Background: an optimization exercise with open tools, aiming at small area. Do not read the settings as production practice.
Only simulation tests tie the RTL to the original design; equivalence was not proved.
Power figures rest on the tool's default switching activity, not on a simulated workload.

==> config.mk <==
export PLATFORM = sky130hd
export DESIGN_NAME = subsys_main
export DESIGN_NICKNAME = subsys_main
export VERILOG_FILES = /design/flow/design.v
export SDC_FILE = /design/flow/constraint.sdc
export NUM_CORES = 4
export LEC_CHECK = 0
export CAP_MARGIN = 20
export CORE_MARGIN = 2
export CORE_UTILIZATION = 40
export SLEW_MARGIN = 20
==> constraint.sdc <==
create_clock -name core_clock -period 5.0 [get_ports {hfclk}]
set_input_delay 1.0000 -clock core_clock [delete_from_list [all_inputs] [get_ports {hfclk}]]
set_output_delay 1.0000 -clock core_clock [all_outputs]
set_load 0.01 [all_outputs]
==> design.v <==
package icb_pkg;
  localparam int XLEN   = 32;
  localparam int ADDR_W = 32;
  typedef logic [ADDR_W-1:0] addr_t;
  typedef logic [XLEN-1:0]   data_t;
  localparam addr_t CLINT_BASE = 32'h0200_0000;
  localparam addr_t PLIC_BASE  = 32'h0C00_0000;
  localparam addr_t GPIO_BASE  = 32'h1001_2000;
  localparam addr_t REGION_MASK = 32'hFFFF_0000;
  localparam logic [1:0] TGT_CLINT = 2'd0;
  localparam logic [1:0] TGT_PLIC  = 2'd1;
  localparam logic [1:0] TGT_GPIO  = 2'd2;
  localparam logic [1:0] TGT_NONE  = 2'd3;
endpackage
package perip_pkg;
  localparam int OFS_W = 16;
  typedef logic [OFS_W-1:0] ofs_t;
  localparam ofs_t CLINT_MSIP        = 16'h0000;
  localparam ofs_t CLINT_MTIMECMP_LO = 16'h4000;
  localparam ofs_t CLINT_MTIMECMP_HI = 16'h4004;
  localparam ofs_t CLINT_MTIME_LO    = 16'hBFF8;
  localparam ofs_t CLINT_MTIME_HI    = 16'hBFFC;
  localparam ofs_t PLIC_CLAIM   = 16'h0004;
  localparam ofs_t PLIC_PENDING = 16'h1000;
  localparam ofs_t PLIC_ENABLE  = 16'h2000;
  localparam int NUM_SRC  = 3;
  localparam int SRC_WDG  = 1;
  localparam int SRC_RTC  = 2;
  localparam int SRC_GPIO = 3;
  localparam int SRC_ID_W = $clog2(NUM_SRC + 1);
  localparam ofs_t GPIO_INPUT_VAL  = 16'h0000;
  localparam ofs_t GPIO_OUTPUT_EN  = 16'h0008;
  localparam ofs_t GPIO_OUTPUT_VAL = 16'h000C;
  localparam ofs_t GPIO_HIGH_IE    = 16'h0028;
  localparam int INSP_ADDR_W = 22;
  localparam int INSP_W      = 32;
endpackage
import icb_pkg::*;
import perip_pkg::*;
module subsys_main
#(
  parameter int GPIO_W      = 32,
  parameter int SYNC_STAGES = 2
) (
  input  logic              hfclk,
  input  logic              reset,
  input  logic              inspect_mode,
  input  logic              inspect_por_rst,
  input  logic              inspect_32k_clk,
  input  logic              inspect_jtag_clk,
  input  logic              aon_wdg_irq_a,
  input  logic              aon_rtc_irq_a,
  input  logic              aon_rtc_toggle_a,
  input  logic              tm_stop,
  input  logic              icb_cmd_valid,
  output logic              icb_cmd_ready,
  input  logic [ADDR_W-1:0] icb_cmd_addr,
  input  logic              icb_cmd_read,
  input  logic [XLEN-1:0]   icb_cmd_wdata,
  output logic              icb_rsp_valid,
  input  logic              icb_rsp_ready,
  output logic              icb_rsp_err,
  output logic [XLEN-1:0]   icb_rsp_rdata,
  input  logic [GPIO_W-1:0] gpio_a_i_ival,
  output logic [GPIO_W-1:0] gpio_a_o_oval,
  output logic [GPIO_W-1:0] gpio_a_o_oe,
  output logic              ext_irq,
  output logic              sft_irq,
  output logic              tmr_irq
);
  logic                   rsp_pend;
  logic [XLEN-1:0]        rsp_data;
  logic                   rsp_err;
  logic [INSP_ADDR_W-1:0] last_addr;
  logic [1:0]             toggle_sync;
  logic                   toggle_q;
  logic [63:0]            mtime;
  logic [63:0]            mtimecmp;
  logic                   msip;
  logic [3:1]             pending;
  logic [3:1]             enable;
  logic [GPIO_W-1:0]      gpio_s0, in_val;
  logic [GPIO_W-1:0]      out_en, out_val, high_ie;
  logic [15:0] ofs;
  logic        r_clint, r_plic, r_gpio;
  logic        s_msip, s_cmp_lo, s_cmp_hi, s_mt_lo, s_mt_hi;
  logic        s_claim, s_pend, s_en;
  logic        s_in, s_oe, s_ov, s_ie;
  logic        hit_any;
  logic        cmd_fire, wr;
  assign ofs     = icb_cmd_addr[15:0];
  assign r_clint = icb_cmd_addr[31:16] == 16'h0200;
  assign r_plic  = icb_cmd_addr[31:16] == 16'h0C00;
  assign r_gpio  = icb_cmd_addr[31:16] == 16'h1001;
  assign s_msip   = r_clint & (ofs == 16'h0000);
  assign s_cmp_lo = r_clint & (ofs == 16'h4000);
  assign s_cmp_hi = r_clint & (ofs == 16'h4004);
  assign s_mt_lo  = r_clint & (ofs == 16'hBFF8);
  assign s_mt_hi  = r_clint & (ofs == 16'hBFFC);
  assign s_claim  = r_plic  & (ofs == 16'h0004);
  assign s_pend   = r_plic  & (ofs == 16'h1000);
  assign s_en     = r_plic  & (ofs == 16'h2000);
  assign s_in     = r_gpio  & (ofs == 16'h2000);
  assign s_oe     = r_gpio  & (ofs == 16'h2008);
  assign s_ov     = r_gpio  & (ofs == 16'h200C);
  assign s_ie     = r_gpio  & (ofs == 16'h2028);
  assign hit_any = s_msip | s_cmp_lo | s_cmp_hi | s_mt_lo | s_mt_hi |
                   s_claim | s_pend | s_en | s_in | s_oe | s_ov | s_ie;
  assign icb_cmd_ready = ~rsp_pend | icb_rsp_ready;
  assign icb_rsp_valid = rsp_pend;
  assign cmd_fire      = icb_cmd_valid & icb_cmd_ready;
  assign wr            = cmd_fire & ~icb_cmd_read;
  logic [3:1] hit;
  logic [1:0] claim_id;
  logic [3:1] claim_clr;
  logic       gpio_irq;
  assign gpio_irq = |(in_val & high_ie);
  assign hit      = pending & enable;
  assign ext_irq  = |hit;
  assign claim_id = hit[1] ? 2'd1 : hit[2] ? 2'd2 : hit[3] ? 2'd3 : 2'd0;
  always_comb begin
    claim_clr = '0;
    if (cmd_fire && icb_cmd_read && s_claim)
      claim_clr = hit & ~(hit - 3'd1);
  end
  always_ff @(posedge hfclk) begin
    if (reset) begin
      pending <= '0;
      enable  <= '0;
    end else begin
      pending <= (pending & ~claim_clr) | {gpio_irq, aon_rtc_irq_a, aon_wdg_irq_a};
      if (wr && s_en)
        enable <= icb_cmd_wdata[3:1];
    end
  end
  logic        tick;
  logic [63:0] mtime_inc;
  assign tick      = toggle_sync[1] & ~toggle_q;
  assign mtime_inc = mtime + {63'd0, tick & ~tm_stop};
  always_ff @(posedge hfclk) begin
    if (reset) begin
      toggle_sync <= '0;
      toggle_q    <= 1'b0;
      msip        <= 1'b0;
      mtime       <= '0;
      mtimecmp    <= '1;
    end else begin
      toggle_sync <= {toggle_sync[0], aon_rtc_toggle_a};
      toggle_q    <= toggle_sync[1];
      mtime[31:0]  <= (wr && s_mt_lo) ? icb_cmd_wdata : mtime_inc[31:0];
      mtime[63:32] <= (wr && s_mt_hi) ? icb_cmd_wdata : mtime_inc[63:32];
      if (wr && s_msip)   msip            <= icb_cmd_wdata[0];
      if (wr && s_cmp_lo) mtimecmp[31:0]  <= icb_cmd_wdata;
      if (wr && s_cmp_hi) mtimecmp[63:32] <= icb_cmd_wdata;
    end
  end
  assign sft_irq = msip;
  assign tmr_irq = mtime >= mtimecmp;
  always_ff @(posedge hfclk) begin
    gpio_s0 <= gpio_a_i_ival;
    in_val  <= gpio_s0;
  end
  always_ff @(posedge hfclk) begin
    if (reset) begin
      out_en  <= '0;
      out_val <= '0;
      high_ie <= '0;
    end else begin
      if (wr && s_oe) out_en  <= icb_cmd_wdata;
      if (wr && s_ov) out_val <= icb_cmd_wdata;
      if (wr && s_ie) high_ie <= icb_cmd_wdata;
    end
  end
  logic [31:0] insp_vec;
  assign insp_vec = {tmr_irq, sft_irq, inspect_32k_clk, inspect_por_rst, ext_irq,
                     inspect_jtag_clk, icb_rsp_ready, icb_rsp_valid, icb_cmd_ready,
                     icb_cmd_valid, last_addr};
  assign gpio_a_o_oe   = inspect_mode ? '1 : out_en;
  assign gpio_a_o_oval = inspect_mode ? insp_vec : out_val;
  logic [31:0] rd_data;
  logic        rd;
  assign rd = icb_cmd_read;
  always_comb begin
    rd_data = ({32{rd & s_cmp_lo}} & mtimecmp[31:0])
            | ({32{rd & s_cmp_hi}} & mtimecmp[63:32])
            | ({32{rd & s_mt_lo}}  & mtime[31:0])
            | ({32{rd & s_mt_hi}}  & mtime[63:32])
            | ({32{rd & s_in}}     & in_val)
            | ({32{rd & s_oe}}     & out_en)
            | ({32{rd & s_ov}}     & out_val)
            | ({32{rd & s_ie}}     & high_ie);
    rd_data[0]   = rd_data[0] | (rd & s_msip & msip) | (rd & s_claim & claim_id[0]);
    rd_data[1]   = rd_data[1] | (rd & s_claim & claim_id[1]) | (rd & s_pend & pending[1]) | (rd & s_en & enable[1]);
    rd_data[3:2] = rd_data[3:2] | ({2{rd & s_pend}} & pending[3:2]) | ({2{rd & s_en}} & enable[3:2]);
  end
  always_ff @(posedge hfclk) begin
    if (reset) begin
      rsp_pend  <= 1'b0;
      last_addr <= '0;
    end else begin
      if (cmd_fire) begin
        rsp_pend  <= 1'b1;
        last_addr <= icb_cmd_addr[INSP_ADDR_W-1:0];
      end else if (icb_rsp_ready) begin
        rsp_pend  <= 1'b0;
      end
    end
  end
  always_ff @(posedge hfclk) begin
    if (icb_cmd_ready) begin
      rsp_data <= rd_data;
      rsp_err  <= ~hit_any;
    end
  end
  assign icb_rsp_rdata = rsp_data;
  assign icb_rsp_err   = rsp_err;
endmodule
==> run.sh <==
#!/bin/bash
# synth_recipe.tcl (not shown) runs the flow's synth.tcl, then flattens the netlist and writes it again
# the make line also repeats each setting of config.mk as NAME=value (left out here)
make -C /OpenROAD-flow-scripts/flow DESIGN_CONFIG=/design/flow/config.mk WORK_HOME=/design/flow/orfs CLKGATE_MAP_FILE= SYNTH_SCRIPT=/design/flow/synth_recipe.tcl finish
==> results.toml, run 1 <==
[power_and_ir_drop]
clkPwrFrac = 0.476
ir_drop_mv = 0.199
p_total_mw = 6.29
p_leak_nw = 8.03
pwr-share-comb = 0.056
pwr-share-seq = 0.468
intPower_mw = 4.84
switchingPower_mw = 1.45
power_density_nw_per_um2 = 310
switching_share = 0.231

[drt]
routed_wl_um = 60400
drtPass1Iterations = 5
postRouteAntennaNets = 0
drt_iter0_drc = 1506
routed_via_density = 5.76
drc = 0
wl_per_cell_um = 23.2
vias = 15000

[critical_path]
crit_type = "reg -> out"
startpoint_type = "flip-flop"
arrival_ns = 3.71
rrSetupSlack_ns = 2.02
path_max_fanout = 2
cp.required_ns = 4.00
timing.rr.start = "toggle_sync[1]"
crit_start = "mtimecmp[17]"
end_kind = "output port"

[timing]
slew_headroom = 0.334
tightestPinTransition_ns = 0.999
period_share = 0.943
setup_tns_ns = 0
clock.fmax_mhz = 212
setup_viol = 0
drv_slew = 0
fin_skew_ns = 0.0156
finalHoldViolCount = 0
whs_ns = 0.325
layout_min_cycle_time_ns = 4.71
rsz0062_at_grt = "false"

[clocking]
cts_max_level = 2
numCtsBuffers = 40
holdBufCountCts = 0
cts_tree = "done"
clock_latency_ns = 0.56
cts_setup_buffers = 0
cts_buffer_depth = 3
clkTransAtPathRegs_ns = 0.06
cts-resized-gates = 0
clock_sinks = 354
clockRootBuffer = "clkbuf_16"

[global_routing]
grt_pass1_wl_um = 90600
grt_pass1_vias = 14500
grt_usage = 0.281
antenna_found_initial = 3
grt-ovfl-total = 0
grt_max_degree = 118

[synthesis]
syn-cell-area_um2 = 16400
postSynthCellCount = 1871
synthArstFlopShare = 0
synth_nets = 2046
yosys-top-cells-area = "dfxtp_1, nand2_1, edfxtp_1"
synth_top_area_share = 0.391
synth_edf_count = 33
synth_seq_cells = 354
syn_area_per_cell_um2 = 8.79
ys_warn_count = 1
ys_types = 57
seq_area_frac_synth = 0.451
synth_largest_area_cell = "dfxtp_1"
yosys_most_used_dff = "dfxtp_1"

[floorplanning]
core_area_um2 = 40700
core.rowCount = 74
die_w_um = 207
pin_count = 211
design.die.area_um2 = 42700
initial_core_util = 0.403
die_y_um = 207

[placed_design]
place_area_um2 = 19000
dp_hpwl_um = 41400
gp_congestion = 0.870
portBuffers = 210

[cells_and_area]
syn2layout_area_growth_pct = 23.6
finalNetCount = 2212
finalInstanceArea_um2 = 20300
antennaDiodeCount = 0
drive_above_1_share = 0.0929

[flow_run]
cap_violations = 0

[min_path]
hold_start = "gpio_s0[11]"
hold_class = "reg -> reg"

[run_status]
status = "finished clean"
logic make-up (layout without fill, tap and decap cells):
kind of cell	count (synthesis)	in the layout	synth area share
and+or+nand+nor	711	711	0.199
AOI/OAI and AO/OA	451	451	0.193
xor gates and xnor gates	62	62	0.0330
buffers and inverters	193	389	0.0504
muxes	34	34	0.0230
adders and majority gates	66	66	0.0502
DFF	354	354	0.451
sequential cells by signal, indices dropped and copies added (netlist names):
signal / flops
mtime: 64
mtimecmp: 64
gpio_s0: 32
high_ie: 32
in_val: 32
out_en: 32
out_val: 32
rsp_data: 32
last_addr: 22
enable: 3
pending: 3
toggle_sync: 2
msip: 1
rsp_err: 1
rsp_pend: 1
toggle_q: 1
cells in the final DEF (no fill, tap or decap), types with 33 or more instances in the layout:
cell type	instances
a221oi_1	34
dfxtp_1	321
inv_1	69
nand3_1	67
clkbuf_16	44
nor2_1	167
nand2_1	293
buf_4	35
ha_1	66
clkdlybuf4s50_1	208
a22o_1	33
a22oi_1	78
a211oi_1	59
a21oi_1	147
a211o_1	64
edfxtp_1	33
or2_2	33
xor2_1	38
nand4_1	37
per-stage QoR:
stage / util / setup WS [ns] / instances
after floorplan: - / 1.71 / 1871
after global placement: 0.466 / 0.898 / 2527
after detailed placement: 0.466 / 0.885 / 2527
final: 0.499 / 0.286 / 2599
after global routing: 0.499 / 0.100 / 2599
after CTS: 0.499 / 0.333 / 2599
cells in the mapped netlist (all sizes together), types with 24 or more instances:
library cell and count:
a211o 64, a211oi 59, a21oi 147, a221oi 34, a22o 33, a22oi 78, buf 46, clkbuf 77
dfxtp 321, edfxtp 33, ha 66, inv 70, mux2 30, nand2 295, nand3 67, nand4 37
nor2 173, or2 34, xnor2 24, xor2 38
layer usage:
metal  track usage  wire length, um  vias up
met1         0.393            27000     7163
met4        0.0907             1700        4
met5             0               23        -
li1              -                -     7013
met3        0.0609             5510      107
met2         0.431            26100      672
path summary, 6_finish.rpt:
path                endpoint  cells past startpoint
setup / recovery     tmr_irq                     11
hold / removal    in_val[11]                      0
setup reg to reg   mtime[50]                     10
hold reg to reg   in_val[11]                      0
cell type report:
type,count,area (um^2)
clock buffer,59,1270
tap,532,666
fill,3847,20400
timing repair buffer,247,2400
inverter,70,263
multi-input combinational,1324,8230
clock inverter,13,73.8
sequential,354,7420
power by group through the flow:
| stage | sequential, mW | clock, mW | combinational, mW |
|---|---|---|---|
| 2_1_floorplan | 3.00 | 0 | 0.117 |
| 3_3_place_gp | 3.01 | 0 | 0.351 |
| 3_5_place_dp | 3.01 | 0 | 0.351 |
| 4_1_cts | 2.95 | 3.03 | 0.353 |
| 5_1_grt | 2.95 | 3.14 | 0.375 |
| 6_report | 2.95 | 2.99 | 0.352 |
worst max-delay path, cell delays in order (launching register included):
cell	delay, ns
dfxtp_1	0.33
inv_1	0.06
ha_1	0.28
a21oi_1	0.15
o21ai_0	0.18
a221o_1	0.40
a2111oi_0	0.42
buf_4	0.18
o21a_1	0.10
nor3_1	0.10
or3_1	0.45
clkdlybuf4s50_1	0.50
==> inputs of run 2 (changes only) <==
--- a/design.v
+++ b/design.v
@@ -142,34 +142,57 @@
       toggle_sync <= '0;
       toggle_q    <= 1'b0;
       msip        <= 1'b0;
-      mtime       <= '0;
-      mtimecmp    <= '1;
     end else begin
       toggle_sync <= {toggle_sync[0], aon_rtc_toggle_a};
       toggle_q    <= toggle_sync[1];
-      mtime[31:0]  <= (wr && s_mt_lo) ? icb_cmd_wdata : mtime_inc[31:0];
-      mtime[63:32] <= (wr && s_mt_hi) ? icb_cmd_wdata : mtime_inc[63:32];
       if (wr && s_msip)   msip            <= icb_cmd_wdata[0];
-      if (wr && s_cmp_lo) mtimecmp[31:0]  <= icb_cmd_wdata;
-      if (wr && s_cmp_hi) mtimecmp[63:32] <= icb_cmd_wdata;
-    end
+    end
+  end
+  logic ld_cl, ld_ch;
+  assign ld_cl = wr & s_cmp_lo;
+  assign ld_ch = wr & s_cmp_hi;
+  always_ff @(posedge hfclk) begin
+    mtimecmp[31:0]  <= {32{reset}} | (icb_cmd_wdata & {32{ld_cl}}) | (mtimecmp[31:0]  & {32{~ld_cl}});
+    mtimecmp[63:32] <= {32{reset}} | (icb_cmd_wdata & {32{ld_ch}}) | (mtimecmp[63:32] & {32{~ld_ch}});
+  end
+  logic ld_ml, ld_mh, kp_ml, kp_mh;
+  assign ld_ml = ~reset & wr & s_mt_lo;
+  assign ld_mh = ~reset & wr & s_mt_hi;
+  assign kp_ml = ~reset & ~(wr & s_mt_lo);
+  assign kp_mh = ~reset & ~(wr & s_mt_hi);
+  always_ff @(posedge hfclk) begin
+    mtime[31:0]  <= (icb_cmd_wdata & {32{ld_ml}}) | (mtime_inc[31:0]  & {32{kp_ml}});
+    mtime[63:32] <= (icb_cmd_wdata & {32{ld_mh}}) | (mtime_inc[63:32] & {32{kp_mh}});
   end
   assign sft_irq = msip;
-  assign tmr_irq = mtime >= mtimecmp;
+  logic [63:0] cg [7];
+  logic [63:0] cp [7];
+  assign cg[0] = mtime & ~mtimecmp;
+  assign cp[0] = mtime | ~mtimecmp;
+  for (genvar l = 0; l < 6; l++) begin : g_cmp
+    for (genvar k = 0; k < (64 >> (l + 1)); k++) begin : g_node
+      assign cg[l+1][k] = cg[l][2*k+1] | (cp[l][2*k+1] & cg[l][2*k]);
+      assign cp[l+1][k] = cp[l][2*k+1] & cp[l][2*k];
+    end
+    assign cg[l+1][63:(64 >> (l + 1))] = '0;
+    assign cp[l+1][63:(64 >> (l + 1))] = '0;
+  end
+  assign tmr_irq = cg[6][0] | cp[6][0];
   always_ff @(posedge hfclk) begin
     gpio_s0 <= gpio_a_i_ival;
     in_val  <= gpio_s0;
   end
-  always_ff @(posedge hfclk) begin
-    if (reset) begin
-      out_en  <= '0;
-      out_val <= '0;
-      high_ie <= '0;
-    end else begin
-      if (wr && s_oe) out_en  <= icb_cmd_wdata;
-      if (wr && s_ov) out_val <= icb_cmd_wdata;
-      if (wr && s_ie) high_ie <= icb_cmd_wdata;
-    end
+  logic ld_oe, ld_ov, ld_ie, hd_oe, hd_ov, hd_ie;
+  assign ld_oe = ~reset & wr & s_oe;
+  assign ld_ov = ~reset & wr & s_ov;
+  assign ld_ie = ~reset & wr & s_ie;
+  assign hd_oe = ~reset & ~(wr & s_oe);
+  assign hd_ov = ~reset & ~(wr & s_ov);
+  assign hd_ie = ~reset & ~(wr & s_ie);
+  always_ff @(posedge hfclk) begin
+    out_en  <= (icb_cmd_wdata & {32{ld_oe}}) | (out_en  & {32{hd_oe}});
+    out_val <= (icb_cmd_wdata & {32{ld_ov}}) | (out_val & {32{hd_ov}});
+    high_ie <= (icb_cmd_wdata & {32{ld_ie}}) | (high_ie & {32{hd_ie}});
   end
   logic [31:0] insp_vec;
   assign insp_vec = {tmr_irq, sft_irq, inspect_32k_clk, inspect_por_rst, ext_irq,
@@ -196,16 +219,20 @@
   always_ff @(posedge hfclk) begin
     if (reset) begin
       rsp_pend  <= 1'b0;
-      last_addr <= '0;
     end else begin
       if (cmd_fire) begin
         rsp_pend  <= 1'b1;
-        last_addr <= icb_cmd_addr[INSP_ADDR_W-1:0];
       end else if (icb_rsp_ready) begin
         rsp_pend  <= 1'b0;
       end
     end
   end
+  logic ld_la, kp_la;
+  assign ld_la = ~reset & cmd_fire;
+  assign kp_la = ~reset & ~cmd_fire;
+  always_ff @(posedge hfclk) begin
+    last_addr <= (icb_cmd_addr[INSP_ADDR_W-1:0] & {INSP_ADDR_W{ld_la}}) | (last_addr & {INSP_ADDR_W{kp_la}});
+  end
   always_ff @(posedge hfclk) begin
     if (icb_cmd_ready) begin
       rsp_data <= rd_data;
==> flow/run.sh (new file) <==
#!/bin/bash
# The standard layout (standard.sh) with these changes:
#  - port buffers use the smallest buffer cell (sky130_fd_sc_hd__buf_1)
#  - the clock tree uses clkbuf_16 with larger sink clusters and no dummy loads
# Floorplan, power grid, tap cells, placement and routing are the standard ones.
set -euo pipefail
WORK=$(pwd)
export OWN_ABC_SCRIPT="$WORK/flow/abc_area.script"
bash standard.sh \
  "SYNTH_SCRIPT=$WORK/flow/synth.tcl" \
  "BUFFER_PORTS_ARGS=-buffer_cell sky130_fd_sc_hd__buf_1" \
  "CTS_ARGS=-sink_clustering_enable -repair_clock_nets -dont_use_dummy_load -buf_list sky130_fd_sc_hd__clkbuf_16 -sink_clustering_size 25 -sink_clustering_max_diameter 60" \
  finish > "$WORK/standard_flow.log" 2>&1
==> flow/abc_area.script (new file) <==
&get -n
&st
&dch
&nf -R 1000 -p
&st
&syn2
&if -g -K 6
&synch2
&nf -R 1000 -p
&st
&syn2
&if -g -K 6
&synch2
&nf -R 1000 -p
&st
&dch
&nf -R 1000 -p -a
&put
topo
stime -c
==> flow/synth.tcl (new file) <==
proc synth {args} { yosys synth -nofsm -noshare {*}$args }
proc abc {args} {
  set i [lsearch $args -script]
  lset args [expr {$i + 1}] $::env(OWN_ABC_SCRIPT)
  yosys abc {*}$args
}
source $::env(SCRIPTS_DIR)/synth.tcl
# left out here: clear keep_hierarchy, flatten, clean up, hide names made inside functions, write 1_2_yosys.v
==> standard.sh (new file) <==
#!/bin/bash
# synth_recipe.tcl (not shown) runs the flow's synth.tcl, then flattens the netlist and writes it again
# the make line also repeats each setting of config.mk as NAME=value (left out here)
make -C /OpenROAD-flow-scripts/flow DESIGN_CONFIG=/design/flow/config.mk WORK_HOME=/design/flow/orfs CLKGATE_MAP_FILE= SYNTH_SCRIPT=/design/flow/synth_recipe.tcl "${@:-finish}"
--- a/config.mk
+++ b/config.mk
@@ -7,5 +7,5 @@
 export LEC_CHECK = 0
 export CAP_MARGIN = 20
 export CORE_MARGIN = 2
-export CORE_UTILIZATION = 40
+export CORE_UTILIZATION = 60
 export SLEW_MARGIN = 20
removed: run.sh
==> results.toml, run 2 <==
[power_and_ir_drop]
p_leak_nw = 5.79
power_density_nw_per_um2 = 307
ir_drop_mv = 0.306

[global_routing]
grt_max_degree = 73
grt_pass1_vias = 13500
antenna_found_initial = 1
grt_pass1_wl_um = 79700
grt_usage = 0.406
grt-ovfl-total = 0

[critical_path]
startpoint_type = "flip-flop"
rrSetupSlack_ns = 1.07
timing.rr.start = "mtime[14]"
crit_buf_inv = 2
cp_cell_sequence = "clkinv_1 -> a22oi_1 -> o21ai_0 -> or4_1 -> a21oi_1 -> nand2_1 -> nor4bb_1 -> o2111ai_1 -> nand4_1 -> mux2_1 -> buf_1"
setup.worst_path.end = "gpio_a_o_oval[31]"
path_depth = 11
cpMaxStageDelayCell = "nor4bb_1"
cp.required_ns = 4.00
critical-path-top-delay-family = "simple AND/OR/NAND/NOR gates"
arrival_ns = 3.74
reg2regPathDepth = 11
crit_type = "reg -> out"
slowest_delay_ns = 0.66
end_kind = "output port"
timing.rr.end = "mtime[48]"
path_max_fanout = 6
crit_start = "mtime[53]"

[floorplanning]
die_y_um = 159
pin_count = 211
design.die.area_um2 = 25400
initial_core_util = 0.615
core_area_um2 = 23500
die_w_um = 159
core.rowCount = 56

[synthesis]
syn_area_per_cell_um2 = 9.79
postSynthCellCount = 1478
yosys_most_used_dff = "dfxtp_1"
synth_common_cells = "dfxtp_1, nand2_1, o21ai_0"
yosys-top-cells-area = "dfxtp_1, edfxtp_1, a22o_1"
synth_largest_area_cell = "dfxtp_1"
seq_area_frac_synth = 0.513
synthArstFlopShare = 0
synth_most_common_cell = "dfxtp_1"
syn-cell-area_um2 = 14500
synth_seq_cells = 354
synth_nets = 1589
synth_edf_count = 33
ys_types = 53
synth_top_area_share = 0.444
ys_warn_count = 3

[timing]
setup_tns_ns = 0
whs_ns = 0.299
drv_slew = 0
setup_viol = 0
finalHoldViolCount = 0
period_share = 0.947
fin_skew_ns = 0.0384
slew_headroom = 0.295
clock.fmax_mhz = 211
layout_min_cycle_time_ns = 4.74
final.setup.worst_slack_ns = 0.265
tightestPinTransition_ns = 1.06
rsz0062_at_grt = "false"

[drt]
routed_wl_um = 53200
wl_per_cell_um = 25.7
postRouteAntennaNets = 0
vias = 14200
drtPass1Iterations = 9
routed_via_density = 6.85
drc = 0
drt_iter0_drc = 2033

[cells_and_area]
drive_above_1_share = 0.0457
final_common_cell = "dfxtp_1"
antennaDiodeCount = 0
finalNetCount = 1865
reg.largest.list = "mtime x64, mtimecmp x64"
finalInstanceArea_um2 = 16700
syn2layout_area_growth_pct = 15.3
layout_common_cells = "dfxtp_1, buf_1, nand2_1, o21ai_0, a22o_1"
layout.cells.non_filler = 2071

[clocking]
clockRootBuffer = "clkbuf_16"
cts_setup_buffers = 0
clock_latency_ns = 0.56
numCtsBuffers = 27
clkTransAtPathRegs_ns = 0.10
cts-resized-gates = 0
clock_sinks = 354
cts_tree = "done"
cts_buffer_depth = 3
cts_max_level = 1
holdBufCountCts = 0

[placed_design]
place_area_um2 = 16000
pre_cts_slack_ns = 0.624
dp.cells = 2044
dp_hpwl_um = 36100
gp_congestion = 0.989
portBuffers = 210

[flow_run]
cap_violations = 0

[min_path]
hold_class = "reg -> reg"

[run_status]
status = "finished clean"
[run 2: cell count changes after synthesis, sizes merged, moves of 69 or more]
cell	previous run	this run
inv	70	0
a21oi	147	57
clkbuf	77	0
a22o	33	102
o21ai	11	110
nor2	173	97
nand2	295	140
[run 2: cells by family after synthesis]
| group | Yosys count | share of synthesized area |
|---|---|---|
| flip-flops | 354 | 0.513 |
| AO/OA/AOI/OAI | 478 | 0.241 |
| AND/OR/NAND/NOR | 492 | 0.169 |
| adder cells (fa/ha/maj) | 4 | 0.00311 |
| multiplexers | 33 | 0.0254 |
| XOR/XNOR | 54 | 0.0327 |
| buffers and inverters | 63 | 0.0163 |
[run 2: power breakdown]
group / total (mW) / internal (mW) / switching [mW]
clock: 1.91 / 0.949 / 0.957
sequential: 2.95 / 2.91 / 0.0334
combinational: 0.266 / 0.0756 / 0.191
[run 2: cell type report]
type                       count  area [um^2]
inverter                      63          236
timing repair buffer         247         1080
multi-input combinational   1061         6870
fill                        1914         6860
clock buffer                  27          676
sequential                   354         7420
tap                          319          399
[run 2: worst min-delay path by stage]
| stage | depth (start not counted) | to | startpoint | slack [ns] |
|---|---|---|---|---|
| floorplan | 0 | in_val[0] | gpio_s0[0] | 0.31 |
| global placement | 0 | in_val[2] | gpio_s0[2] | 0.31 |
| detailed placement | 0 | in_val[0] | gpio_s0[0] | 0.31 |
| CTS | 0 | in_val[11] | gpio_s0[11] | 0.31 |
| global route | 0 | in_val[11] | gpio_s0[11] | 0.32 |
| finish | 0 | in_val[11] | gpio_s0[11] | 0.30 |
[run 2: through the flow]
stage	total power [mW]	util
4_1_cts	5.11	0.709
3_5_place_dp	3.27	0.680
3_3_place_gp	3.26	0.680
6_report	5.12	0.709
5_1_grt	5.24	0.709
2_1_floorplan	3.09	-
[run 2: per-layer routing]
metal,up-vias,wire [um],track usage
met2,1061,24100,0.650
li1,6253,-,-
met4,2,2800,0.197
met5,-,13,0
met1,6694,19900,0.527
met3,181,6320,0.0828
[run 2: worst register-to-register path, stage by stage (launching register included)]
cell	delay, ns
dfxtp_1	0.46
nand2_1	0.15
nand4b_1	0.30
nor4_1	0.73
and3_1	0.41
nand3_1	0.23
nor4_1	0.39
nor4b_1	0.52
buf_4	0.26
nand3_1	0.10
xor2_1	0.16
o21ai_0	0.15
==> inputs of run 3 (changes only) <==
==> flow/run.sh (replaced) <==
#!/bin/bash
# The standard layout (standard.sh) with these changes:
#  - port buffers use the smallest buffer cell (sky130_fd_sc_hd__buf_1)
#  - the clock tree uses clkbuf_16 leaf buffers (clkbuf_4 above them) with larger
#    sink clusters and no dummy loads
# Floorplan, power grid, tap cells, placement and routing are the standard ones.
set -euo pipefail
WORK=$(pwd)
export OWN_ABC_SCRIPT="$WORK/flow/abc_area.script"
bash standard.sh \
  "SYNTH_SCRIPT=$WORK/flow/synth.tcl" \
  "BUFFER_PORTS_ARGS=-buffer_cell sky130_fd_sc_hd__buf_1" \
  "CTS_ARGS=-sink_clustering_enable -repair_clock_nets -dont_use_dummy_load -buf_list sky130_fd_sc_hd__clkbuf_16 -root_buf sky130_fd_sc_hd__clkbuf_4 -sink_clustering_size 24 -sink_clustering_max_diameter 100" \
  finish > "$WORK/standard_flow.log" 2>&1
==> flow/abc_area.script (replaced) <==
&get -n
&st
&dch
&nf -R 1000 -p
&st
&syn4
&if -g -K 6
&synch2
&nf -R 1000 -p
&st
&syn4
&if -g -K 6
&synch2
&nf -R 1000 -p
&st
&syn4
&dch
&nf -R 1000 -p -a
&put
topo
stime -c
==> results.toml, run 3 <==
[run_status]
status = "finished clean"

[synthesis]
synth_most_common_cell = "dfxtp_1"
yosys_most_used_dff = "dfxtp_1"
synthAdderAreaFrac = 0.00391
ys_types = 53
seq_area_frac_synth = 0.527
yosys-top-cells-area = "dfxtp_1, a22o_1, edfxtp_1"
synth_largest_area_cell = "dfxtp_1"
postSynthCellCount = 1339
synthArstFlopShare = 0
synthMuxAreaShare = 0.0248
synth-compound-area-share = 0.273
synth_common_cells = "dfxtp_1, a22o_1, nand2_1"
synth_nets = 1450
synth_xor_area_frac = 0.0224
synth_seq_cells = 354
syn-cell-area_um2 = 14100
synth_top_area_share = 0.456
synth_simple_gate_area_share = 0.133
syn_area_per_cell_um2 = 10.5
synth_top_family_by_area = "compound AO/OA/AOI/OAI gates"
synth_edf_count = 33
ys_warn_count = 3

[floorplanning]
core_area_um2 = 23300
die_y_um = 157
design.die.area_um2 = 24700
core.rowCount = 56
pin_count = 211
die_w_um = 157
initial_core_util = 0.605

[global_routing]
grt_max_degree = 41
grt-ovfl-total = 0
grt_pass1_wl_um = 74000
grt_pass1_vias = 12300
antenna_found_initial = 3
grt_usage = 0.394

[critical_path]
crit_buf_inv = 2
cp_cell_sequence = "clkinv_1 -> a2bb2oi_2 -> a221oi_1 -> o22ai_1 -> a21oi_1 -> o41ai_2 -> o2111ai_1 -> nand3_1 -> a31oi_1 -> o21ai_1 -> a41oi_2 -> o31ai_2 -> a31o_1 -> mux2_1 -> buf_1"
crit_type = "reg -> out"
slowest_delay_ns = 0.37
arrival_ns = 3.85
cpMaxStageDelayCell = "dfxtp_1"
rrSetupSlack_ns = 1.20
startpoint_type = "flip-flop"
cp.required_ns = 4.00
path_max_fanout = 3
reg2regPathDepth = 14
timing.rr.start = "toggle_sync[1]"
critical-path-top-delay-family = "compound AO/OA/AOI/OAI gates"
end_kind = "output port"
timing.rr.end = "mtime[51]"

[timing]
layout_min_cycle_time_ns = 4.85
fin_skew_ns = 0.0329
finalHoldViolCount = 0
drv_slew = 0
whs_ns = 0.302
period_share = 0.971
clock.fmax_mhz = 206
final.setup.worst_slack_ns = 0.146
rsz0062_at_grt = "false"
setup_viol = 0
slew_headroom = 0.293
tightestPinTransition_ns = 1.06
setup_tns_ns = 0

[drt]
wl_per_cell_um = 25.7
vias = 13300
routed_via_density = 6.90
routed_wl_um = 49600
drt_iter0_drc = 2050
drtPass1Iterations = 10
drc = 0
postRouteAntennaNets = 0

[clocking]
clkTransAtPathRegs_ns = 0.11
cts_buffer_depth = 3
cts_tree = "done"
clock_latency_ns = 0.77
holdBufCountCts = 0
numCtsBuffers = 18
cts_max_level = 1
clockRootBuffer = "clkbuf_4"
clock_sinks = 354
cts_setup_buffers = 0

[flow_run]
cap_violations = 0

[min_path]
hold_class = "reg -> reg"
min_to = "in_val[12]"
hold_start = "gpio_s0[12]"
hold_depth = 0

[placed_design]
portBuffers = 210
dp_hpwl_um = 34300
gp_congestion = 0.959
place_area_um2 = 15600
pre_cts_slack_ns = 0.487

[cells_and_area]
reg.largest.list = "mtime x64, mtimecmp x64"
syn2layout_area_growth_pct = 14.6
layout_common_cells = "dfxtp_1, buf_1, a22o_1, nand2_1, a222oi_1"
fillers = 1898
finalInstanceArea_um2 = 16100
drive_above_1_share = 0.0584
final_common_cell = "dfxtp_1"
finalNetCount = 1723

[power_and_ir_drop]
ir_drop_mv = 0.301
p_leak_nw = 5.72
p_total_mw = 4.63
power_density_nw_per_um2 = 287
==> run 3: cell count changes after synthesis, sizes merged, moves of 10 or more <==
| cell | delta |
|---|---|
| a21oi | -25 |
| a221o | -30 |
| a222oi | +26 |
| a22o | +26 |
| a22oi | -36 |
| nand2 | -47 |
| nand3 | +31 |
| nand4 | -41 |
| nor2 | -43 |
| nor3 | -20 |
| o21ai | -52 |
| o22a | +64 |
| xor2 | -10 |
==> run 3: final cells by class <==
class / instances / area, um^2 / area share
Timing Repair Buffer: 253 / 1110 / 0.0690
Clock buffer: 18 / 398 / 0.0247
Inverter: 61 / 229 / 0.0142
Antenna cell: 2 / 5.00 / 0.000310
Sequential cell: 354 / 7420 / 0.460
Tap cell: 319 / 399 / 0.0247
Multi-Input combinational cell: 924 / 6560 / 0.407
==> run 3: worst max path at each step <==
stage / end / startpoint / cells past startpoint / slack (ns)
after floorplan: mtime[62] / tm_stop / 16 / 0.88
after global placement: gpio_a_o_oval[31] / mtimecmp[1] / 16 / 0.60
after detailed placement: gpio_a_o_oval[31] / mtimecmp[1] / 16 / 0.49
after CTS: gpio_a_o_oval[31] / mtimecmp[1] / 16 / 0.02
after global routing: gpio_a_o_oval[31] / mtime[4] / 15 / 0.001
final: gpio_a_o_oval[31] / mtimecmp[14] / 15 / 0.15
==> run 3: timing repair <==
item | in CTS | in global routing
gates resized for setup | 6 | 15
pin swaps | 1 | 7
setup endpoints to repair | 2 | 2
==> run 3: through the flow <==
step           utilization  cells
2_1_floorplan            -   1339
3_3_place_gp         0.672   1911
3_5_place_dp         0.672   1911
4_1_cts              0.691   1929
5_1_grt              0.693   1930
6_report             0.693   1931
==> run 3: metal layers <==
layer | track usage | vias to the layer above | wire length, um
met1 | 0.562 | 6431 | 20400
met2 | 0.587 | 931 | 21300
met4 | 0.138 | 2 | 1480
met5 | 0 | - | 12
li1 | - | 5860 | -
met3 | 0.0933 | 99 | 6450
==> run 3: logic make-up after synthesis <==
family,Yosys count
flip-flops,354
AO/OA/AOI/OAI,483
buffers and inverters,61
XOR/XNOR,36
AND/OR/NAND/NOR,369
multiplexers,31
adder cells (fa/ha/maj),5
==> run 3: report_power, final <==
| part | switching [mW] | internal (mW) | leakage (nW) |
|---|---|---|---|
| Clock | 0.886 | 0.555 | 0.199 |
| Combinational | 0.174 | 0.0696 | 2.52 |
| Sequential | 0.0341 | 2.91 | 3.00 |
==> inputs of run 4 (changes only) <==
--- a/design.v
+++ b/design.v
@@ -202,7 +202,7 @@
   assign gpio_a_o_oval = inspect_mode ? insp_vec : out_val;
   logic [31:0] rd_data;
   logic        rd;
-  assign rd = icb_cmd_read;
+  assign rd = icb_cmd_read & icb_cmd_ready;
   always_comb begin
     rd_data = ({32{rd & s_cmp_lo}} & mtimecmp[31:0])
             | ({32{rd & s_cmp_hi}} & mtimecmp[63:32])
@@ -233,11 +233,11 @@
   always_ff @(posedge hfclk) begin
     last_addr <= (icb_cmd_addr[INSP_ADDR_W-1:0] & {INSP_ADDR_W{ld_la}}) | (last_addr & {INSP_ADDR_W{kp_la}});
   end
-  always_ff @(posedge hfclk) begin
-    if (icb_cmd_ready) begin
-      rsp_data <= rd_data;
-      rsp_err  <= ~hit_any;
-    end
+  logic rsp_hold;
+  assign rsp_hold = rsp_pend & ~icb_rsp_ready & ~reset;
+  always_ff @(posedge hfclk) begin
+    rsp_data <= rd_data | (rsp_data & {32{rsp_hold}});
+    rsp_err  <= (~hit_any & icb_cmd_ready) | (rsp_err & rsp_hold);
   end
   assign icb_rsp_rdata = rsp_data;
   assign icb_rsp_err   = rsp_err;
==> flow/abc_area.script (replaced) <==
&get -n
&st
&dch
&nf -R 1000 -p
&st
&syn2
&if -g -K 6
&synch2
&nf -R 1000 -p
&st
&syn2
&if -g -K 6
&synch2
&nf -R 1000 -p
&st
&dch
&nf -R 1000 -p -a
&put
topo
stime -c
==> results.toml, run 4 <==
[drt]
wl_per_cell_um = 25.3
postRouteAntennaNets = 0
drtPass1Iterations = 9
drt_iter0_drc = 2039
routed_wl_um = 54000
routed_via_density = 6.84
vias = 14600
drc = 0

[clocking]
clock_sinks = 354
cts_buffer_depth = 3
cts_max_level = 1
clock_latency_ns = 0.78
clockRootBuffer = "clkbuf_4"
numCtsBuffers = 18
cts_setup_buffers = 0
holdBufCountCts = 0
cts-resized-gates = 0
cts_tree = "done"
clkTransAtPathRegs_ns = 0.10

[critical_path]
end_kind = "output port"
arrival_ns = 3.74
path_max_fanout = 6
crit_type = "reg -> out"
startpoint_type = "flip-flop"
cpMaxStageDelayCell = "or4_1"
cp.required_ns = 4.00
slowest_delay_ns = 0.51
cp_cell_sequence = "clkinv_1 -> a222oi_1 -> a22oi_1 -> a21oi_1 -> o21ai_0 -> a21oi_1 -> nor4_1 -> or4_1 -> o21ai_0 -> a211o_1 -> mux2_1 -> buf_1"

[timing]
layout_min_cycle_time_ns = 4.74
tightestPinTransition_ns = 0.960
setup_viol = 0
fin_skew_ns = 0.0478
period_share = 0.949
rsz0062_at_grt = "false"
drv_slew = 0
final.setup.worst_slack_ns = 0.256
setup_tns_ns = 0
finalHoldViolCount = 0
slew_headroom = 0.360
clock.fmax_mhz = 211

[cells_and_area]
layout_common_cells = "dfxtp_1, buf_1, nand2_1, a22o_1, o21ai_0"
final_common_cell = "dfxtp_1"
multi_input_area_um2 = 7170
syn2layout_area_growth_pct = 13.5
regArea_um2 = 7090
layout.cells.non_filler = 2131
drive_above_1_share = 0.0398
reg.largest.list = "mtime x64, mtimecmp x64"
fillers = 1976
finalNetCount = 1924

[floorplanning]
pin_count = 211
die_y_um = 159
initial_core_util = 0.612
core_area_um2 = 23500
die_w_um = 159
design.die.area_um2 = 25300
core.rowCount = 56

[synthesis]
ys_types = 52
synthArstFlopShare = 0
synth_nets = 1662
synth_top_area_share = 0.492
synth_edf_count = 0
synth_most_common_cell = "dfxtp_1"
ys_warn_count = 3
seq_area_frac_synth = 0.492
synth_largest_area_cell = "dfxtp_1"
postSynthCellCount = 1551
syn_area_per_cell_um2 = 9.29
yosys-top-cells-area = "dfxtp_1, a22o_1, nand2_1"
synth_common_cells = "dfxtp_1, nand2_1, a22o_1"
synth_seq_cells = 354
yosys_most_used_dff = "dfxtp_1"
syn-cell-area_um2 = 14400

[power_and_ir_drop]
ir_drop_mv = 0.231
power_density_nw_per_um2 = 281
p_leak_nw = 5.68

[global_routing]
grt-ovfl-total = 0
antenna_found_initial = 5
grt_max_degree = 67
grt_usage = 0.411
grt_pass1_vias = 13800
grt_pass1_wl_um = 80900

[placed_design]
pre_cts_slack_ns = 0.710
portBuffers = 210
dp_hpwl_um = 35900
dp.cells = 2112
gp_congestion = 0.974

[flow_run]
cap_violations = 0

[run_status]
status = "finished clean"

[min_path]
hold_class = "in -> reg"
==> run 4: cell count changes after synthesis, sizes merged, moves of 14 or more <==
cell and change:
dfxtp +33, o22a -63, a222oi -27, a221oi +16, nand2 +80, o21ai +54, nor3 +23, nand4 +14
a221o +26, nor2 +63, a21oi +43, edfxtp -33
==> run 4: layer usage <==
metal | track usage | part of all wire
met1 | 0.544 | 0.38
met2 | 0.645 | 0.44
met3 | 0.0990 | 0.13
met4 | 0.177 | 0.047
met5 | 0 | 0.0010
==> run 4: through the flow <==
step / util / hold WS [ns] / cell area [um^2] / power [mW]
floorplan: - / 0.310 / 14400 / 3.04
global placement: 0.677 / 0.309 / 15900 / 3.21
detailed placement: 0.677 / 0.312 / 15900 / 3.21
CTS: 0.694 / 0.309 / 16300 / 4.58
global route: 0.694 / 0.288 / 16300 / 4.71
finish: 0.694 / 0.308 / 16300 / 4.60
==> run 4: where the power goes <==
group | switching, mW | internal (mW) | leakage, nW
Combinational | 0.187 | 0.0723 | 2.60
Sequential | 0.0332 | 2.86 | 2.88
Clock | 0.888 | 0.555 | 0.199
Total | 1.11 | 3.49 | 5.68
==> run 4: final cells by class <==
cell class,instances,area share
Clock buffer,18,0.0243
Inverter,67,0.0154
Timing Repair Buffer,242,0.0632
Antenna cell,1,0.000153
Tap cell,319,0.0244
Sequential cell,354,0.434
Multi-Input combinational cell,1130,0.439
==> run 4: worst paths after layout <==
kind                           from                end  slack, ns  cells past startpoint
setup / recovery           mtime[3]  gpio_a_o_oval[31]       0.26                     12
setup reg to reg           mtime[7]          mtime[63]       1.06                     14
hold / removal    gpio_a_i_ival[15]        gpio_s0[15]       0.31                      1
hold reg to reg          gpio_s0[5]          in_val[5]       0.32                      0
==> run 4: worst max-delay path, delay by kind of cell (launching register included) <==
kind / cells / cell delay, ns
buffers and inverters: 2 / 0.31
AO/OA/AOI/OAI: 7 / 1.42
AND/OR/NAND/NOR: 2 / 0.59
flip-flops: 1 / 0.50
multiplexers: 1 / 0.14
==> run 4: cell families after synthesis <==
family | share of synthesized area
simple gates | 0.181
compound gates | 0.252
flops | 0.492
buf+inv | 0.0175
xor+xnor | 0.0328
mux | 0.0235
fa+ha+maj | 0.00174
==> inputs of run 5 (changes only) <==
--- a/design.v
+++ b/design.v
@@ -202,7 +202,7 @@
   assign gpio_a_o_oval = inspect_mode ? insp_vec : out_val;
   logic [31:0] rd_data;
   logic        rd;
-  assign rd = icb_cmd_read & icb_cmd_ready;
+  assign rd = icb_cmd_read;
   always_comb begin
     rd_data = ({32{rd & s_cmp_lo}} & mtimecmp[31:0])
             | ({32{rd & s_cmp_hi}} & mtimecmp[63:32])
@@ -233,11 +233,11 @@
   always_ff @(posedge hfclk) begin
     last_addr <= (icb_cmd_addr[INSP_ADDR_W-1:0] & {INSP_ADDR_W{ld_la}}) | (last_addr & {INSP_ADDR_W{kp_la}});
   end
-  logic rsp_hold;
-  assign rsp_hold = rsp_pend & ~icb_rsp_ready & ~reset;
-  always_ff @(posedge hfclk) begin
-    rsp_data <= rd_data | (rsp_data & {32{rsp_hold}});
-    rsp_err  <= (~hit_any & icb_cmd_ready) | (rsp_err & rsp_hold);
+  always_ff @(posedge hfclk) begin
+    if (icb_cmd_ready) begin
+      rsp_data <= rd_data;
+      rsp_err  <= ~hit_any;
+    end
   end
   assign icb_rsp_rdata = rsp_data;
   assign icb_rsp_err   = rsp_err;
==> flow/run.sh (replaced) <==
#!/bin/bash
# The standard layout (standard.sh) with these changes:
#  - port buffers use the smallest buffer cell (sky130_fd_sc_hd__buf_1)
#  - the clock tree uses clkbuf_16 leaf buffers (clkbuf_8 above them) with larger
#    sink clusters and no dummy loads
# Floorplan, power grid, tap cells, placement and routing are the standard ones.
set -euo pipefail
WORK=$(pwd)
export OWN_ABC_SCRIPT="$WORK/flow/abc_area.script"
bash standard.sh \
  "SYNTH_SCRIPT=$WORK/flow/synth.tcl" \
  "BUFFER_PORTS_ARGS=-buffer_cell sky130_fd_sc_hd__buf_1" \
  "CTS_ARGS=-sink_clustering_enable -repair_clock_nets -dont_use_dummy_load -buf_list sky130_fd_sc_hd__clkbuf_16 -root_buf sky130_fd_sc_hd__clkbuf_8 -sink_clustering_size 24 -sink_clustering_max_diameter 100" \
  finish > "$WORK/standard_flow.log" 2>&1
==> flow/abc_area.script (replaced) <==
&get -n
&st
&dch
&nf -R 1000 -p
&st
&syn4
&if -g -K 6
&synch2
&nf -R 1000 -p
&st
&syn4
&if -g -K 6
&synch2
&nf -R 1000 -p
&st
&syn4
&dch
&nf -R 1000 -p -a
&put
topo
stime -c
==> results.toml, run 5 <==
[clocking]
cts_buffer_depth = 3
clock_sinks = 354
clock_latency_ns = 0.60
cts_max_level = 1
cts_tree = "done"
clkTransAtPathRegs_ns = 0.10
numCtsBuffers = 18
clockRootBuffer = "clkbuf_8"
cts_setup_buffers = 0

[synthesis]
yosys_most_used_dff = "dfxtp_1"
seq_area_frac_synth = 0.527
ys_warn_count = 3
postSynthCellCount = 1339
synthArstFlopShare = 0
synth_most_common_cell = "dfxtp_1"
ys_types = 53
syn_area_per_cell_um2 = 10.5
yosys-top-cells-area = "dfxtp_1, a22o_1, edfxtp_1"
synth_top_area_share = 0.456
synth_seq_cells = 354
synth_nets = 1450
synth_edf_count = 33
synth_largest_area_cell = "dfxtp_1"
synth_common_cells = "dfxtp_1, a22o_1, nand2_1"
syn-cell-area_um2 = 14100

[cells_and_area]
finalNetCount = 1723
fillers = 1895
antennaDiodeCount = 0
drive_above_1_share = 0.0509
layout_common_cells = "dfxtp_1, buf_1, a22o_1, nand2_1, a222oi_1"
final_common_cell = "dfxtp_1"
reg.largest.list = "mtime x64, mtimecmp x64"
finalInstanceArea_um2 = 16100
syn2layout_area_growth_pct = 14.3

[drt]
drt_iter0_drc = 1979
routed_via_density = 6.87
routed_wl_um = 49500
vias = 13200
drc = 0
wl_per_cell_um = 25.7
postRouteAntennaNets = 0
drtPass1Iterations = 10

[timing]
period_share = 0.956
setup_viol = 0
whs_ns = 0.312
clock.fmax_mhz = 209
drv_slew = 0
setup_tns_ns = 0
rsz0062_at_grt = "false"
slew_headroom = 0.294
tightestPinTransition_ns = 1.06
fin_skew_ns = 0.0233
layout_min_cycle_time_ns = 4.78
finalHoldViolCount = 0

[power_and_ir_drop]
clkPwrFrac = 0.315
pwr-share-comb = 0.052
switching_share = 0.234
ir_drop_mv = 0.302
switchingPower_mw = 1.09
p_leak_nw = 5.71
pwr-share-seq = 0.632
power_density_nw_per_um2 = 289
intPower_mw = 3.57

[global_routing]
grt_max_degree = 41
antenna_found_initial = 1
grt-ovfl-total = 0
grt_pass1_wl_um = 73900
grt_usage = 0.394
grt_pass1_vias = 12300

[floorplanning]
pin_count = 211
initial_core_util = 0.605
core_area_um2 = 23300
design.die.area_um2 = 24700
core.rowCount = 56
die_y_um = 157
die_w_um = 157

[critical_path]
path_max_fanout = 7
arrival_ns = 3.78
end_kind = "output port"
crit_type = "reg -> out"
cp.required_ns = 4.00
startpoint_type = "flip-flop"

[flow_run]
cap_violations = 0

[placed_design]
portBuffers = 210
dp_hpwl_um = 34300
place_area_um2 = 15600
gp_congestion = 0.959

[min_path]
hold_class = "reg -> reg"

[run_status]
status = "finished clean"
-- run 5: kinds of logic after synthesis --
kind of cell	count (synthesis)	share of synthesized area
compound gates	483	0.273
simple gates	369	0.133
flops	354	0.527
buf+inv	61	0.0163
xor+xnor	36	0.0224
mux	31	0.0248
fa+ha+maj	5	0.00391
-- run 5: power groups by stage --
| stage | Clock [mW] | Sequential (mW) | Combinational (mW) |
|---|---|---|---|
| 2_1_floorplan | 0 | 3.00 | 0.0821 |
| 3_3_place_gp | 0 | 3.01 | 0.234 |
| 3_5_place_dp | 0 | 3.01 | 0.237 |
| 4_1_cts | 1.47 | 2.94 | 0.239 |
| 5_1_grt | 1.57 | 2.95 | 0.260 |
| 6_report | 1.47 | 2.94 | 0.244 |
-- run 5: layout make-up --
class / instances / area, um^2 / share of cell area
sequential: 354 / 7420 / 0.461
multi-input combinational: 924 / 6520 / 0.405
timing repair buffer: 253 / 1110 / 0.0691
clock buffer: 18 / 417 / 0.0259
tap: 319 / 399 / 0.0248
inverter: 61 / 229 / 0.0142
-- run 5: per-layer routing --
metal,GRT usage,vias to the layer above,wire [um]
li1,-,5856,-
met4,0.135,2,1490
met5,0,-,12
met3,0.0914,102,6320
met1,0.561,6365,20400
met2,0.589,924,21300
-- run 5: path summary, 6_finish.rpt --
path,depth (start not counted),slack [ns],end,from
max,15,0.22,gpio_a_o_oval[31],mtime[2]
min,0,0.31,in_val[12],gpio_s0[12]
max reg2reg,14,1.16,mtime[51],toggle_sync[1]
min reg2reg,0,0.31,in_val[12],gpio_s0[12]
-- run 5: timing repair --
item,4_1_cts,5_1_grt
endpoints found under the setup margin,1,2
endpoints found under the hold margin,0,0
resized for setup,2,5
hold buffers,0,0
-- run 5: worst max-delay path, stage by stage, from the launching register on --
cell and delay [ns]:
dfxtp_1 0.47, o22ai_1 0.11, nor2_1 0.12, a221oi_2 0.06
nor4_2 0.31, a2111oi_2 0.10, o41ai_1 0.46, o2111ai_1 0.19
nand3_1 0.11, a31oi_1 0.09, o21ai_1 0.21, a41oi_2 0.17
o31ai_2 0.31, a31o_1 0.19, mux2_1 0.13, buf_1 0.15
-- run 5: per-stage QoR --
step	utilization	setup slack (ns)	total power, mW	instances
after floorplan	-	0.877	3.08	1339
after global placement	0.672	0.597	3.24	1911
after detailed placement	0.672	0.487	3.24	1911
after CTS	0.690	0.0807	4.65	1929
after global routing	0.692	0.00815	4.77	1929
final	0.692	0.219	4.66	1929

-- what the ideal ports hide --
No port has a modelled driver above. Below, the same layouts with a new extraction and two added sets of constraints.
Step 1, drivers: a clkbuf_16 drives hfclk and a buf_2 each remaining input, both assumed.
Step 2 adds t to the input delays and takes it off the output delays; t is the mean of the earliest and latest rising clock arrival at the registers after step 1. Input paths then give back, and output paths get back, about the clock's delay inside the block.
Slacks: no drivers / after step 1 / after step 2; pairs: no drivers / after step 1.
run | t (ns) | slack for setup (ns) | clock arrival spread, ns | slew at the worst register clock pin (ns) | worst data-port slew with drivers (ns)
run 1 | 0.606 | 0.286 / 0.234 / 0.800 | 0.015 / 0.016 | 0.07 / 0.07 | 0.06
run 2 | 0.591 | 0.265 / 0.213 / 0.444 | 0.049 / 0.049 | 0.10 / 0.10 | 0.04
run 3 | 0.802 | 0.146 / 0.100 / 0.454 | 0.035 / 0.034 | 0.11 / 0.11 | 0.04
run 4 | 0.803 | 0.256 / 0.205 / 0.567 | 0.049 / 0.049 | 0.11 / 0.11 | 0.04
run 5 | 0.637 | 0.219 / 0.171 / 0.418 | 0.027 / 0.028 | 0.10 / 0.10 | 0.04
After both steps setup and hold are still met in every run listed.
